Source: an optimization exercise on an open RTL-to-GDS flow (aim: small area, a short achievable clock period and few clock cycles per item). Production flows keep margins and buffers that such runs may drop.
Function was checked by simulation only, so behaviour that the tests miss may differ from the original.

`design/flow/config.mk`:
```
export PLATFORM = sky130hd
export DESIGN_NAME = matrix_multiply_engine
export DESIGN_NICKNAME = matrix_multiply_engine
export VERILOG_FILES = /design/flow/design.v
export SDC_FILE = /design/flow/constraint.sdc
export NUM_CORES = 4
export LEC_CHECK = 0
export CAP_MARGIN = 20
export CORE_MARGIN = 2
export CORE_UTILIZATION = 40
export SLEW_MARGIN = 20
```
`design/flow/constraint.sdc`:
```
create_clock -name core_clock -period 8.0 [get_ports {i_clk}]
set_input_delay 1.6000 -clock core_clock [delete_from_list [all_inputs] [get_ports {i_clk}]]
set_output_delay 1.6000 -clock core_clock [all_outputs]
set_load 0.01 [all_outputs]
```
`design/flow/design.v`:
```
`default_nettype none
package mme_pkg;
    localparam int DEF_MAX_DIM   = 8;
    localparam int DEF_ELEM_BITS = 16;
    localparam int IDX_W  = 3;
    localparam int VAL_W  = 16;
    localparam int RES_W  = 36;
    localparam int CFG_W  = 4;
    localparam int CFG_IW = 2;
    localparam logic [1:0] OP_LOAD_A  = 2'd0;
    localparam logic [1:0] OP_LOAD_B  = 2'd1;
    localparam logic [1:0] OP_COMPUTE = 2'd2;
    localparam logic [CFG_IW-1:0] CFG_A_ROWS    = 2'd0;
    localparam logic [CFG_IW-1:0] CFG_INNER_LEN = 2'd1;
    localparam logic [CFG_IW-1:0] CFG_B_COLS    = 2'd2;
    localparam logic [CFG_W-1:0] CFG_DIM_RESET = 4'd8;
    typedef struct packed {
        logic [1:0]              opcode;
        logic [IDX_W-1:0]        elem_row;
        logic [IDX_W-1:0]        elem_col;
        logic signed [VAL_W-1:0] elem_value;
    } t_in_req;
    typedef struct packed {
        logic [IDX_W-1:0]        res_row;
        logic [IDX_W-1:0]        res_col;
        logic signed [RES_W-1:0] res_value;
        logic                    last;
    } t_out_req;
    typedef struct packed {
        logic valid;
        logic first;
        logic last;
    } t_mac_ctl;
    typedef enum logic [1:0] {
        ST_IDLE,
        ST_RUN,
        ST_WAIT,
        ST_PUSH
    } t_state;
endpackage
`default_nettype wire
`default_nettype none
module mme_ram #(
    parameter int WIDTH  = 16,
    parameter int DEPTH  = 64,
    parameter int ADDR_W = (DEPTH > 1) ? $clog2(DEPTH) : 1
) (
    input  wire logic              i_clk,
    input  wire logic              i_we,
    input  wire logic [ADDR_W-1:0] i_waddr,
    input  wire logic [WIDTH-1:0]  i_wdata,
    input  wire logic [ADDR_W-1:0] i_raddr,
    output logic      [WIDTH-1:0]  o_rdata
);
    logic [WIDTH-1:0] r_mem [DEPTH];
    always_ff @(posedge i_clk) begin
        if (i_we) begin
            r_mem[i_waddr] <= i_wdata;
        end
    end
    always_ff @(posedge i_clk) begin
        o_rdata <= r_mem[i_raddr];
    end
endmodule
`default_nettype wire
`default_nettype none
module mme_mac #(
    parameter int ELEM_BITS = mme_pkg::DEF_ELEM_BITS
) (
    input  wire logic                          i_clk,
    input  wire logic                          i_rst_n,
    input  wire mme_pkg::t_mac_ctl             i_ctl,
    input  wire logic signed [ELEM_BITS-1:0]   i_a,
    input  wire logic signed [ELEM_BITS-1:0]   i_b,
    output logic                               o_done,
    output logic signed [mme_pkg::RES_W-1:0]   o_acc
);
    localparam int PROD_W = 2 * ELEM_BITS;
    mme_pkg::t_mac_ctl                  r_ctl1;
    mme_pkg::t_mac_ctl                  r_ctl2;
    logic signed [PROD_W-1:0]  r_prod;
    logic signed [mme_pkg::RES_W-1:0]   w_prod_ext;
    logic signed [mme_pkg::RES_W-1:0]   r_acc;
    logic signed [mme_pkg::RES_W-1:0]   n_acc;
    logic                      r_done;
    generate
        if (PROD_W >= mme_pkg::RES_W) begin : g_trunc
            assign w_prod_ext = r_prod[mme_pkg::RES_W-1:0];
        end else begin : g_sext
            assign w_prod_ext = {{(mme_pkg::RES_W-PROD_W){r_prod[PROD_W-1]}}, r_prod};
        end
    endgenerate
    always_comb begin
        n_acc = r_acc;
        if (r_ctl2.valid) begin
            n_acc = (r_ctl2.first ? '0 : r_acc) + w_prod_ext;
        end
    end
    always_ff @(posedge i_clk) begin
        if (!i_rst_n) begin
            r_ctl1 <= '0;
            r_ctl2 <= '0;
            r_done <= 1'b0;
        end else begin
            r_ctl1 <= i_ctl;
            r_ctl2 <= r_ctl1;
            r_done <= r_ctl2.valid && r_ctl2.last;
        end
    end
    always_ff @(posedge i_clk) begin
        r_prod <= i_a * i_b;
        r_acc  <= n_acc;
    end
    assign o_done = r_done;
    assign o_acc  = r_acc;
endmodule
`default_nettype wire
`default_nettype none
module mme_seq #(
    parameter int MAX_DIM = mme_pkg::DEF_MAX_DIM,
    parameter int DIM_W   = (MAX_DIM > 1) ? $clog2(MAX_DIM) : 1,
    parameter int ADDR_W  = (MAX_DIM > 1) ? $clog2(MAX_DIM * MAX_DIM) : 1
) (
    input  wire logic                          i_clk,
    input  wire logic                          i_rst_n,
    input  wire logic                          i_start,
    input  wire logic [DIM_W-1:0]              i_row_last,
    input  wire logic [DIM_W-1:0]              i_col_last,
    input  wire logic [DIM_W-1:0]              i_k_last,
    output logic                               o_busy,
    output logic [ADDR_W-1:0]                  o_a_addr,
    output logic [ADDR_W-1:0]                  o_b_addr,
    output mme_pkg::t_mac_ctl                  o_ctl,
    input  wire logic                          i_mac_done,
    input  wire logic signed [mme_pkg::RES_W-1:0] i_acc,
    output logic                               o_out_valid,
    output mme_pkg::t_out_req                  o_out_req,
    input  wire logic                          i_out_stall
);
    mme_pkg::t_state           r_state;
    mme_pkg::t_state           n_state;
    logic [DIM_W-1:0] r_row;
    logic [DIM_W-1:0] n_row;
    logic [DIM_W-1:0] r_col;
    logic [DIM_W-1:0] n_col;
    logic [DIM_W-1:0] r_k;
    logic [DIM_W-1:0] n_k;
    logic             r_out_valid;
    logic             n_out_valid;
    mme_pkg::t_out_req         r_out_req;
    mme_pkg::t_out_req         n_out_req;
    logic             w_out_free;
    logic             w_last_elem;
    assign w_out_free  = !r_out_valid || !i_out_stall;
    assign w_last_elem = (r_row == i_row_last) && (r_col == i_col_last);
    always_comb begin
        n_state = r_state;
        case (r_state)
            mme_pkg::ST_IDLE: begin
                if (i_start) begin
                    n_state = mme_pkg::ST_RUN;
                end
            end
            mme_pkg::ST_RUN: begin
                if (r_k == i_k_last) begin
                    n_state = mme_pkg::ST_WAIT;
                end
            end
            mme_pkg::ST_WAIT: begin
                if (i_mac_done) begin
                    n_state = mme_pkg::ST_PUSH;
                end
            end
            mme_pkg::ST_PUSH: begin
                if (w_out_free) begin
                    n_state = w_last_elem ? mme_pkg::ST_IDLE : mme_pkg::ST_RUN;
                end
            end
            default: n_state = mme_pkg::ST_IDLE;
        endcase
    end
    always_comb begin
        n_row       = r_row;
        n_col       = r_col;
        n_k         = r_k;
        n_out_req   = r_out_req;
        n_out_valid = r_out_valid && i_out_stall;
        o_ctl       = '0;
        case (r_state)
            mme_pkg::ST_IDLE: begin
                if (i_start) begin
                    n_row = '0;
                    n_col = '0;
                    n_k   = '0;
                end
            end
            mme_pkg::ST_RUN: begin
                o_ctl.valid = 1'b1;
                o_ctl.first = (r_k == '0);
                o_ctl.last  = (r_k == i_k_last);
                n_k         = (r_k == i_k_last) ? '0 : r_k + 1'b1;
            end
            mme_pkg::ST_WAIT: begin
                n_k = '0;
            end
            mme_pkg::ST_PUSH: begin
                if (w_out_free) begin
                    n_out_valid         = 1'b1;
                    n_out_req.res_row   = mme_pkg::IDX_W'(r_row);
                    n_out_req.res_col   = mme_pkg::IDX_W'(r_col);
                    n_out_req.res_value = i_acc;
                    n_out_req.last      = w_last_elem;
                    if (r_col == i_col_last) begin
                        n_col = '0;
                        n_row = r_row + 1'b1;
                    end else begin
                        n_col = r_col + 1'b1;
                    end
                end
            end
            default: begin
                n_k = '0;
            end
        endcase
    end
    always_ff @(posedge i_clk) begin
        if (!i_rst_n) begin
            r_state     <= mme_pkg::ST_IDLE;
            r_out_valid <= 1'b0;
            r_row       <= '0;
            r_col       <= '0;
            r_k         <= '0;
        end else begin
            r_state     <= n_state;
            r_out_valid <= n_out_valid;
            r_row       <= n_row;
            r_col       <= n_col;
            r_k         <= n_k;
        end
    end
    always_ff @(posedge i_clk) begin
        r_out_req <= n_out_req;
    end
    assign o_a_addr    = ADDR_W'(r_row) * ADDR_W'(MAX_DIM) + ADDR_W'(r_k);
    assign o_b_addr    = ADDR_W'(r_k) * ADDR_W'(MAX_DIM) + ADDR_W'(r_col);
    assign o_busy      = (r_state != mme_pkg::ST_IDLE);
    assign o_out_valid = r_out_valid;
    assign o_out_req   = r_out_req;
endmodule
`default_nettype wire
`default_nettype none
module matrix_multiply_engine #(
    parameter int MAX_DIM   = mme_pkg::DEF_MAX_DIM,
    parameter int ELEM_BITS = mme_pkg::DEF_ELEM_BITS
) (
    input  wire logic                          i_clk,
    input  wire logic                          i_rst_n,
    input  wire logic                          i_in_valid,
    input  wire logic [23:0]                   i_in_req,
    output logic                               o_in_stall,
    output logic                               o_out_valid,
    output logic [42:0]                        o_out_req,
    input  wire logic                          i_out_stall,
    input  wire logic                          i_cfg_we,
    input  wire logic [mme_pkg::CFG_IW-1:0]    i_cfg_index,
    input  wire logic [mme_pkg::CFG_W-1:0]     i_cfg_data
);
    localparam int DIM_W  = (MAX_DIM > 1) ? $clog2(MAX_DIM) : 1;
    localparam int DEPTH  = MAX_DIM * MAX_DIM;
    localparam int ADDR_W = (DEPTH > 1) ? $clog2(DEPTH) : 1;
    logic [mme_pkg::CFG_W-1:0]            r_a_rows;
    logic [mme_pkg::CFG_W-1:0]            r_inner_len;
    logic [mme_pkg::CFG_W-1:0]            r_b_cols;
    logic                        w_accept;
    logic                        w_in_range;
    logic                        w_we_a;
    logic                        w_we_b;
    logic [ADDR_W-1:0]           w_waddr;
    logic signed [ELEM_BITS-1:0] w_elem;
    logic                        w_busy;
    logic [ADDR_W-1:0]           w_a_addr;
    logic [ADDR_W-1:0]           w_b_addr;
    logic signed [ELEM_BITS-1:0] w_a_data;
    logic signed [ELEM_BITS-1:0] w_b_data;
    mme_pkg::t_mac_ctl                    w_ctl;
    logic                        w_mac_done;
    logic signed [mme_pkg::RES_W-1:0]     w_acc;
    mme_pkg::t_in_req                     w_in_req;
    mme_pkg::t_out_req                    w_out_req;
    assign w_in_req  = i_in_req;
    assign o_out_req = w_out_req;
    localparam int CFG_WL = mme_pkg::CFG_W;
    function automatic logic [DIM_W-1:0] f_last_idx(input logic [CFG_WL-1:0] v);
        logic [CFG_WL-1:0] vm1;
        vm1 = v - 1'b1;
        if (v == '0) begin
            f_last_idx = '0;
        end else if (v > CFG_WL'(MAX_DIM)) begin
            f_last_idx = DIM_W'(MAX_DIM - 1);
        end else begin
            f_last_idx = vm1[DIM_W-1:0];
        end
    endfunction
    always_ff @(posedge i_clk) begin
        if (!i_rst_n) begin
            r_a_rows    <= mme_pkg::CFG_DIM_RESET;
            r_inner_len <= mme_pkg::CFG_DIM_RESET;
            r_b_cols    <= mme_pkg::CFG_DIM_RESET;
        end else if (i_cfg_we) begin
            case (i_cfg_index)
                mme_pkg::CFG_A_ROWS:    r_a_rows    <= i_cfg_data;
                mme_pkg::CFG_INNER_LEN: r_inner_len <= i_cfg_data;
                mme_pkg::CFG_B_COLS:    r_b_cols    <= i_cfg_data;
                default: ;
            endcase
        end
    end
    generate
        if (ELEM_BITS <= mme_pkg::VAL_W) begin : g_elem_trunc
            assign w_elem = w_in_req.elem_value[ELEM_BITS-1:0];
        end else begin : g_elem_sext
            assign w_elem = {{(ELEM_BITS-mme_pkg::VAL_W){w_in_req.elem_value[mme_pkg::VAL_W-1]}},
                             w_in_req.elem_value};
        end
    endgenerate
    assign w_accept   = i_in_valid && !w_busy;
    assign w_in_range = ({1'b0, w_in_req.elem_row} < (mme_pkg::IDX_W+1)'(MAX_DIM)) &&
                        ({1'b0, w_in_req.elem_col} < (mme_pkg::IDX_W+1)'(MAX_DIM));
    assign w_waddr    = ADDR_W'(w_in_req.elem_row) * ADDR_W'(MAX_DIM) +
                        ADDR_W'(w_in_req.elem_col);
    assign w_we_a     = w_accept && w_in_range && (w_in_req.opcode == mme_pkg::OP_LOAD_A);
    assign w_we_b     = w_accept && w_in_range && (w_in_req.opcode == mme_pkg::OP_LOAD_B);
    mme_ram #(
        .WIDTH  (ELEM_BITS),
        .DEPTH  (DEPTH),
        .ADDR_W (ADDR_W)
    ) u_left_store (
        .i_clk   (i_clk),
        .i_we    (w_we_a),
        .i_waddr (w_waddr),
        .i_wdata (w_elem),
        .i_raddr (w_a_addr),
        .o_rdata (w_a_data)
    );
    mme_ram #(
        .WIDTH  (ELEM_BITS),
        .DEPTH  (DEPTH),
        .ADDR_W (ADDR_W)
    ) u_right_store (
        .i_clk   (i_clk),
        .i_we    (w_we_b),
        .i_waddr (w_waddr),
        .i_wdata (w_elem),
        .i_raddr (w_b_addr),
        .o_rdata (w_b_data)
    );
    mme_mac #(
        .ELEM_BITS (ELEM_BITS)
    ) u_mac (
        .i_clk   (i_clk),
        .i_rst_n (i_rst_n),
        .i_ctl   (w_ctl),
        .i_a     (w_a_data),
        .i_b     (w_b_data),
        .o_done  (w_mac_done),
        .o_acc   (w_acc)
    );
    mme_seq #(
        .MAX_DIM (MAX_DIM),
        .DIM_W   (DIM_W),
        .ADDR_W  (ADDR_W)
    ) u_seq (
        .i_clk       (i_clk),
        .i_rst_n     (i_rst_n),
        .i_start     (w_accept && (w_in_req.opcode == mme_pkg::OP_COMPUTE)),
        .i_row_last  (f_last_idx(r_a_rows)),
        .i_col_last  (f_last_idx(r_b_cols)),
        .i_k_last    (f_last_idx(r_inner_len)),
        .o_busy      (w_busy),
        .o_a_addr    (w_a_addr),
        .o_b_addr    (w_b_addr),
        .o_ctl       (w_ctl),
        .i_mac_done  (w_mac_done),
        .i_acc       (w_acc),
        .o_out_valid (o_out_valid),
        .o_out_req   (w_out_req),
        .i_out_stall (i_out_stall)
    );
    assign o_in_stall = w_busy;
endmodule
`default_nettype wire
```
`design/flow/run.sh`:
```
#!/bin/bash
# synth_recipe.tcl (not shown) runs the flow's synth.tcl, then flattens the netlist and writes it again
# the make line also repeats each setting of config.mk as NAME=value (left out here)
make -C /OpenROAD-flow-scripts/flow DESIGN_CONFIG=/design/flow/config.mk WORK_HOME=/design/flow/orfs CLKGATE_MAP_FILE= SYNTH_SCRIPT=/design/flow/synth_recipe.tcl finish
```
==> out/results.ini <==
[synth]
synthTopCellsByArea = edfxtp_1 (67%), mux4_2 (16%), fa_1 (5.5%), dfxtp_1 (2.0%), ha_1 (1.7%)
synth_cell_types = 70
synth_commonest_cells = edfxtp_1 (2127), mux4_2 (672), inv_1 (350)
yosysTopAreaCell = edfxtp_1
yosysMostFrequentCell = edfxtp_1
syn_nets = 5191
netlist_area_um2 = 95200
synth_edf_count = 2127
syn_inst = 4765
async_reset_ff_frac = 0
ys_seq_area_frac = 0.691
yosysWarningCount = 4
synth-seq-cells = 2222
avgSynthCellArea_um2 = 20.0
synth_top_area_frac = 0.671
synth_flop_cell = edfxtp_1

[grt]
antenna_found_initial = 18
grt_pass1_wl_um = 327000
grt_overflow_total = 0
grtUsageTotal = 0.185
grt_max_degree = 102
first_global_vias = 47000

[worst_setup_path]
timing.critical_path.mode_cell = fa_1
timing.rr.start = u_left_store.o_rdata[15]$_DFF_P_
setup.worst_path.start = u_left_store.o_rdata[15]$_DFF_P_
slowest_stage = fa_1
cp.required_ps = 8730
critPathKind = reg -> reg
cp-end-kind = flip-flop
critPathMaxStageDelay_ps = 830
critPathMaxFanout = 16
critPathLaunchType = flip-flop
path_cells = nand2_1 > inv_1 > fa_1 > fa_1 > inv_1 > fa_1 > fa_1 > fa_1 > fa_1 > inv_1 > ha_1 > nand2_1 > nor2_1 > a211oi_1 > a31oi_1 > o21a_1 > o221ai_1 > a21boi_0 > mux2i_1 > nand4_1
worstPathArrival_ps = 7310

[timing]
post-route-min-period_ps = 6580
tightest_slew_ps = 1110
holdWs_ps = 414
max_freq_ghz = 0.152
setup_viol = 0
rsz0062_at_grt = false
finClkSkew_ps = 60.2
tns_ps = 0
final-hold-violation-count = 0
slew_headroom = 0.258
slew_viol_final = 0
setup_slack_ps = 1420
period_share = 0.822

[clock_network]
post_cts_resized = 0
numCtsBuffers = 216
cts-root-buf = clkbuf_16
clkTransAtPathRegs_ps = 70
cts_tree = built
cts_max_level = 4
clk_path_buf_depth = 3
clk_latency_ps = 890
holdBufCountCts = 0
post_cts_buffers = 0
cts_sinks = 2222

[outcome]
status = finished clean

[die]
die_x_um = 492
start_util = 0.401
num_rows = 179
die_y_um = 492
io_pins = 80
core-area_um2 = 237000
dieArea_um2 = 242000

[route]
drc = 0
ant_nets = 0
drt-wirelength-per-cell_um = 26.7
first_pass_iters = 7
via_count = 45500
viasPerCell = 5.42
drt_iter0_drc = 4986
totalWireLength_um = 224000

[cells_and_area]
utilization = 0.455
drive_gt1_frac = 0.235
synthToLayoutAreaGrowth_pct = 13.5
finalNetCount = 5462

[placement]
place_hpwl_um = 135000
portBuffers = 79
place_ws_ps = 1340
place.gp.congestion = 0.821

[min_path]
hp-start = u_mac.r_acc[33]$_DFFE_PP_
hp-class = reg -> reg

[run]
drv_cap = 0

## per-stage QoR
step / instance area (um2) / cells
floorplan: 95200 / 4765
global placement: 101000 / 7983
detailed placement: 101000 / 7983
CTS: 108000 / 8390
global route: 108000 / 8393
finish: 108000 / 8398
## worst max-delay path, delay by kind of cell (launching register included)
family                   cells  cell delay (ps)
flip-flops                   1              660
buffers and inverters        3              350
AO/OA/AOI/OAI                5              990
multiplexers                 1              230
adder cells (fa/ha/maj)      7             3730
AND/OR/NAND/NOR              4              450
## per-layer routing
metal  GRT usage  vias to the layer above  part of all wire
li1            -                    19300                 -
met3      0.0318                      265             0.067
met4      0.0412                       16             0.018
met1       0.272                    24500              0.44
met2       0.291                     1498              0.47
met5           0                        -           0.00046
## layout make-up
class / instances / area [um2]
clock inverters: 132 / 1650
well taps: 3167 / 3960
clock buffers: 275 / 5800
diodes: 6 / 15.0
fillers: 19900 / 129000
multi-input cells: 1989 / 27300
inverters: 352 / 1320
repair buffers: 255 / 2170
flip-flops and latches: 2222 / 65800
## registers in the layout (all words and copies together) (netlist names), 4 cells and up
name / flops
u_right_store.o_rdata: 16
r_a_rows: 4
r_b_cols: 4
u_seq.r_out_req: 43
u_mac.r_acc: 36
u_left_store.o_rdata: 16
u_right_store.r_mem: 1024
u_mac.r_prod: 32
u_left_store.r_mem: 1024
r_inner_len: 4
## logic make-up (layout without fill, tap and decap cells)
| logic type | after synthesis | after routing | synth area share |
|---|---|---|---|
| multiplexers | 685 | 685 | 0.160 |
| AND/OR/NAND/NOR | 633 | 633 | 0.0324 |
| other | 0 | 6 | 0 |
| AO/OA/AOI/OAI | 200 | 200 | 0.0144 |
| buffers and inverters | 554 | 1014 | 0.0227 |
| XOR/XNOR | 77 | 77 | 0.00708 |
| flip-flops | 2222 | 2222 | 0.691 |
| adder cells (fa/ha/maj) | 394 | 394 | 0.0724 |
## cell usage in the layout (no fill, tap or decap), types with 7 or more instances in the layout
master | Yosys | layout
dfxtp_4 | 0 | 8
clkinv_1 | 1 | 38
and2_1 | 137 | 137
nor2b_1 | 57 | 57
and3_1 | 9 | 9
clkbuf_16 | 0 | 219
edfxtp_1 | 2127 | 2127
clkinvlp_4 | 0 | 10
o21a_1 | 12 | 12
mux4_2 | 672 | 672
o21bai_1 | 15 | 15
nand3_1 | 14 | 14
xnor2_1 | 59 | 59
nand2_1 | 169 | 169
xor2_1 | 18 | 18
ha_1 | 128 | 128
inv_6 | 0 | 7
inv_1 | 350 | 350
mux2i_1 | 13 | 13
dfxtp_1 | 95 | 87
nand2b_1 | 18 | 18
o21ai_0 | 28 | 28
bufinv_16 | 0 | 32
buf_4 | 0 | 184
clkbuf_8 | 0 | 11
clkinv_2 | 0 | 32
fa_1 | 263 | 263
a21o_1 | 29 | 29
nand3b_1 | 8 | 8
a21oi_1 | 56 | 55
clkdlybuf4s50_1 | 0 | 63
clkbuf_1 | 123 | 45
nor2_1 | 187 | 183
## final timing paths
kind | slack (ps) | end | cells past startpoint
hold / removal | 410 | u_seq.r_out_req[34]$_DFFE_PP_ | 0
hold reg to reg | 410 | u_seq.r_out_req[34]$_DFFE_PP_ | 0
setup / recovery | 1420 | u_mac.r_prod[31]$_DFF_P_ | 20
setup reg to reg | 1420 | u_mac.r_prod[31]$_DFF_P_ | 20
Testbench counts, summed over its fixed seeds: cycles 78,062, jobs 152.

==> afterwards: timing with drivers on the ports <==
The flow's constraints put no driver on any port. The routed layout listed below was extracted and timed again, unchanged, in two steps. Step 1 (the two cells are an assumption about what drives the block):
set clk [get_ports {i_clk}]
set_driving_cell -lib_cell sky130_fd_sc_hd__clkbuf_16 $clk
set_driving_cell -lib_cell sky130_fd_sc_hd__buf_2 [delete_from_list [all_inputs] $clk]
Step 2 moves the port delays by t, midway between the first and last clock arrival at a register: inputs arrive t later, outputs are due t later. That takes back most of the time a late clock gives input paths. a / b / c = no drivers / after step 1 / after step 2; a / b = the first two.
t, ns: 0.951
setup slack, ns: 1.423 / 1.423 / 1.423
worst setup path at the end: register to register
latest minus earliest clock arrival (ns): 0.074 / 0.074
worst slew at a driven data input, ns: 0.17
After both steps this run still meets setup and hold. For this run, drivers alone change the setup slack by 0.000 ns; drivers and shift together by 0.000 ns.
